What follows belongs to an exercise in optimizing a design on an open flow for small area and a short achievable clock period; a production flow would make more cautious choices.
In this exercise RTL edits were held to simulation tests only and were not proved equivalent to the original.

==> inputs of run M <==
==> flow/design.v (excerpt) <==
module alu_top (
    input  logic        clk_i,
    input  logic        reset_i,
    input  logic [6:0]  alu_cmd_i,
    input  logic [2:0]  zero_cmd_i,
    input  logic [31:0] rs1_data_i,
    input  logic [31:0] rs2_data_i,
    output logic [31:0] rd_data_o,
    output logic        zero_o
);
==> module result_reg, before the edit <==
module result_reg (
    input  logic        clk_i,
    input  logic [31:0] main_i,
    input  logic [31:0] sx_i,
    input  logic        rev_i,
    input  logic [5:0]  cnt_x_i,
    input  logic [4:0]  cnt_y_i,
    input  logic        flag_i,
    output logic [31:0] rd_data_o,
    output logic        zero_o
);
    logic [31:0] sx_out;
    logic [5:0]  cnt;
    always_comb begin
        for (int i = 0; i < 32; i++) sx_out[i] = rev_i ? sx_i[31-i] : sx_i[i];
    end
    assign cnt = cnt_x_i + {1'b0, cnt_y_i};
    always_ff @(posedge clk_i) begin
        rd_data_o <= main_i | sx_out | {26'b0, cnt};
        zero_o    <= flag_i;
    end
endmodule
==> module clmul_unit, before the edit <==
module clmul_unit (
    input  logic [31:0] x,
    input  logic [31:0] y,
    output logic [31:0] p
);
    function automatic logic [14:0] cmul8(input logic [7:0] u, input logic [7:0] v);
        cmul8 = '0;
        for (int k = 0; k < 15; k++) begin
            logic [7:0] t;
            t = '0;
            for (int i = 0; i < 8; i++)
                if (k - i >= 0 && k - i < 8) t[i] = u[i] & v[k-i];
            cmul8[k] = ^t;
        end
    endfunction
    logic [14:0] l0, l1, lm;
    logic [30:0] low;        
    logic [15:0] hl_sum;      
    always_comb begin
        l0 = cmul8(x[7:0], y[7:0]);
        l1 = cmul8(x[15:8], y[15:8]);
        lm = cmul8(x[7:0] ^ x[15:8], y[7:0] ^ y[15:8]) ^ l0 ^ l1;
        low = {l1, 16'b0} ^ {8'b0, lm, 8'b0} ^ {16'b0, l0};
        for (int k = 0; k < 16; k++) begin
            logic [31:0] t;
            t = '0;
            for (int i = 0; i <= k; i++) begin
                t[2*i]   = x[16+i] & y[k-i];
                t[2*i+1] = x[i] & y[16+k-i];
            end
            hl_sum[k] = ^t;
        end
        p = {1'b0, low} ^ {hl_sum, 16'b0};
    end
endmodule
==> flow/config.mk <==
export PLATFORM = sky130hd
export DESIGN_NAME = alu_top
export DESIGN_NICKNAME = alu_top
export VERILOG_FILES = /design/flow/design.v
export SDC_FILE = /design/flow/constraint.sdc
export NUM_CORES = 4
export LEC_CHECK = 0
export CAP_MARGIN = 20
export CORE_MARGIN = 2
export CORE_UTILIZATION = 40
export SETUP_SLACK_MARGIN = 2.0
export SLEW_MARGIN = 20
==> flow/constraint.sdc <==
create_clock -name core_clock -period 7.5 [get_ports {clk_i}]
set_input_delay 1.5000 -clock core_clock [delete_from_list [all_inputs] [get_ports {clk_i}]]
set_output_delay 1.5000 -clock core_clock [all_outputs]
set_load 0.01 [all_outputs]
standard.sh (not shown) runs the stock make flow with config.mk's settings and CLKGATE_MAP_FILE= SYNTH_SCRIPT=/design/flow/synth_recipe.tcl, a recipe that flattens the netlist after the stock synthesis.
==> flow/flow/run.sh <==
#!/bin/bash
# The standard layout (the standard.sh, ORFS from synthesis to finish),
# except that the port buffers that global placement inserts are buf_4
# cells: by default buffer_ports picks a delay cell (clkdlybuf4s50_1),
# which puts about half a nanosecond on every input and output path.
# ORFS writes each tool's log under orfs/logs/; make's own output goes to
# standard.log.
set -euo pipefail
bash standard.sh "BUFFER_PORTS_ARGS=-buffer_cell sky130_fd_sc_hd__buf_4" finish > standard.log 2>&1
==> run F: changes against run M <==
--- a/flow/design.v
+++ b/flow/design.v
@@ -237,12 +237,19 @@
 );
-    logic [31:0] sx_out;
-    logic [5:0]  cnt;
-    always_comb begin
-        for (int i = 0; i < 32; i++) sx_out[i] = rev_i ? sx_i[31-i] : sx_i[i];
-    end
-    assign cnt = cnt_x_i + {1'b0, cnt_y_i};
+    logic [31:0] main_q, sx_q, sx_out;
+    logic        rev_q;
+    logic [5:0]  cnt_x_q, cnt;
+    logic [4:0]  cnt_y_q;
     always_ff @(posedge clk_i) begin
-        rd_data_o <= main_i | sx_out | {26'b0, cnt};
-        zero_o    <= flag_i;
+        main_q  <= main_i;
+        sx_q    <= sx_i;
+        rev_q   <= rev_i;
+        cnt_x_q <= cnt_x_i;
+        cnt_y_q <= cnt_y_i;
+        zero_o  <= flag_i;
+    end
+    always_comb begin
+        for (int i = 0; i < 32; i++) sx_out[i] = rev_q ? sx_q[31-i] : sx_q[i];
     end
+    assign cnt       = cnt_x_q + {1'b0, cnt_y_q};
+    assign rd_data_o = main_q | sx_out | {26'b0, cnt};
 endmodule
==> flow/run.sh (new file) <==
#!/bin/bash
# synth_recipe.tcl (not shown) runs the flow's synth.tcl, then flattens the netlist and writes it again
# the make line also repeats each setting of config.mk as NAME=value (left out here)
make -C /OpenROAD-flow-scripts/flow DESIGN_CONFIG=/design/flow/config.mk WORK_HOME=/design/flow/orfs CLKGATE_MAP_FILE= SYNTH_SCRIPT=/design/flow/synth_recipe.tcl finish
Settings changed: SETUP_SLACK_MARGIN 2.0 to 2.75.
removed: flow/flow/run.sh
removed: flow/standard.sh
==> run G: changes against run M <==
--- a/flow/design.v
+++ b/flow/design.v
@@ -177,30 +177,9 @@
 );
-    function automatic logic [14:0] cmul8(input logic [7:0] u, input logic [7:0] v);
-        cmul8 = '0;
-        for (int k = 0; k < 15; k++) begin
-            logic [7:0] t;
-            t = '0;
-            for (int i = 0; i < 8; i++)
-                if (k - i >= 0 && k - i < 8) t[i] = u[i] & v[k-i];
-            cmul8[k] = ^t;
-        end
-    endfunction
-    logic [14:0] l0, l1, lm;
-    logic [30:0] low;        
-    logic [15:0] hl_sum;      
     always_comb begin
-        l0 = cmul8(x[7:0], y[7:0]);
-        l1 = cmul8(x[15:8], y[15:8]);
-        lm = cmul8(x[7:0] ^ x[15:8], y[7:0] ^ y[15:8]) ^ l0 ^ l1;
-        low = {l1, 16'b0} ^ {8'b0, lm, 8'b0} ^ {16'b0, l0};
-        for (int k = 0; k < 16; k++) begin
+        for (int k = 0; k < 32; k++) begin
             logic [31:0] t;
             t = '0;
-            for (int i = 0; i <= k; i++) begin
-                t[2*i]   = x[16+i] & y[k-i];
-                t[2*i+1] = x[i] & y[16+k-i];
-            end
-            hl_sum[k] = ^t;
+            for (int i = 0; i <= k; i++) t[i] = x[i] & y[k-i];
+            p[k] = ^t;
         end
-        p = {1'b0, low} ^ {hl_sum, 16'b0};
     end
@@ -237,12 +216,19 @@
 );
-    logic [31:0] sx_out;
-    logic [5:0]  cnt;
-    always_comb begin
-        for (int i = 0; i < 32; i++) sx_out[i] = rev_i ? sx_i[31-i] : sx_i[i];
-    end
-    assign cnt = cnt_x_i + {1'b0, cnt_y_i};
+    logic [31:0] main_q, sx_q, sx_out;
+    logic        rev_q;
+    logic [5:0]  cnt_x_q, cnt;
+    logic [4:0]  cnt_y_q;
     always_ff @(posedge clk_i) begin
-        rd_data_o <= main_i | sx_out | {26'b0, cnt};
-        zero_o    <= flag_i;
+        main_q  <= main_i;
+        sx_q    <= sx_i;
+        rev_q   <= rev_i;
+        cnt_x_q <= cnt_x_i;
+        cnt_y_q <= cnt_y_i;
+        zero_o  <= flag_i;
+    end
+    always_comb begin
+        for (int i = 0; i < 32; i++) sx_out[i] = rev_q ? sx_q[31-i] : sx_q[i];
     end
+    assign cnt       = cnt_x_q + {1'b0, cnt_y_q};
+    assign rd_data_o = main_q | sx_out | {26'b0, cnt};
 endmodule
==> flow/run.sh (new file) <==
#!/bin/bash
# synth_recipe.tcl (not shown) runs the flow's synth.tcl, then flattens the netlist and writes it again
# the make line also repeats each setting of config.mk as NAME=value (left out here)
make -C /OpenROAD-flow-scripts/flow DESIGN_CONFIG=/design/flow/config.mk WORK_HOME=/design/flow/orfs CLKGATE_MAP_FILE= SYNTH_SCRIPT=/design/flow/synth_recipe.tcl finish
Settings changed: SETUP_SLACK_MARGIN 2.0 to 3.0.
removed: flow/flow/run.sh
removed: flow/standard.sh
==> flow_metrics.tcl <==
set metrics [dict create \
    p_total_mw 4.26 \
    fmax_mhz 220 \
    synth-simple-area-share_pct 21.4 \
    pg_clk_mw 0.484 \
    dieArea_um2 51200 \
    max_slew_margin_pct 19.9 \
    p_comb_share_pct 78.0 \
    intPower_mw 2.06 \
    start_util_pct 40.5 \
    path_max_fanout 12 \
    peakVddDrop_uv 192 \
    outcome "timing/DRC/antenna clean" \
]
-- figures above: run G

==> flow_metrics.tcl <==
set metrics [dict create \
    outcome "timing/DRC/antenna clean" \
    p_total_mw 4.09 \
    start_util_pct 40.5 \
    overflow 0 \
    stdcell_count 3339 \
    pg_clk_mw 0.209 \
    p_comb_share_pct 89.8 \
    fmax_mhz 177 \
    max_slew_margin_pct 23.2 \
    peakVddDrop_uv 100 \
    dieArea_um2 50100 \
    synth-simple-area-share_pct 21.0 \
    numSequentialCells 33 \
    intPower_mw 1.89 \
]
-- figures above: run M

==> flow_metrics.tcl <==
set metrics [dict create \
    outcome "timing/DRC/antenna clean" \
    synth-simple-area-share_pct 22.1 \
    fmax_mhz 207 \
    start_util_pct 40.4 \
    peakVddDrop_uv 95.9 \
    p_comb_share_pct 78.4 \
    dieArea_um2 49600 \
    p_total_mw 4.22 \
    pg_clk_mw 0.453 \
    path_max_fanout 20 \
    max_slew_margin_pct 23.3 \
]
-- figures above: run F

re-timing with driven ports:
In the flow no input, the clock included, has a driving cell. The finished layouts below were timed again as built, in two steps.
Step 1: set_driving_cell puts a clkbuf_16 on clk_i and a buf_2 on each other input, an assumption about the parent block.
Step 2 times the ports against the registers' clock, not the clock port: input delays grow and output delays shrink by t, the midpoint of the rising clock arrivals with the driver on.
Three values: ideal, step 1, step 2; two values: the first two.
| run | t, ns | slack for setup (ns) | pins driven straight from the clock port |
|---|---|---|---|
| run M | 0.327 | 1.853 / 1.666 / 1.339 | 1 |
| run F | 0.382 | 2.670 / 2.665 / 2.283 | 1 |
| run G | 0.400 | 2.962 / 2.794 / 2.394 | 1 |
After both steps every run listed still meets setup and hold. For run G, which loses most, drivers alone change the setup slack by -0.168 ns; drivers and shift together by -0.568 ns.
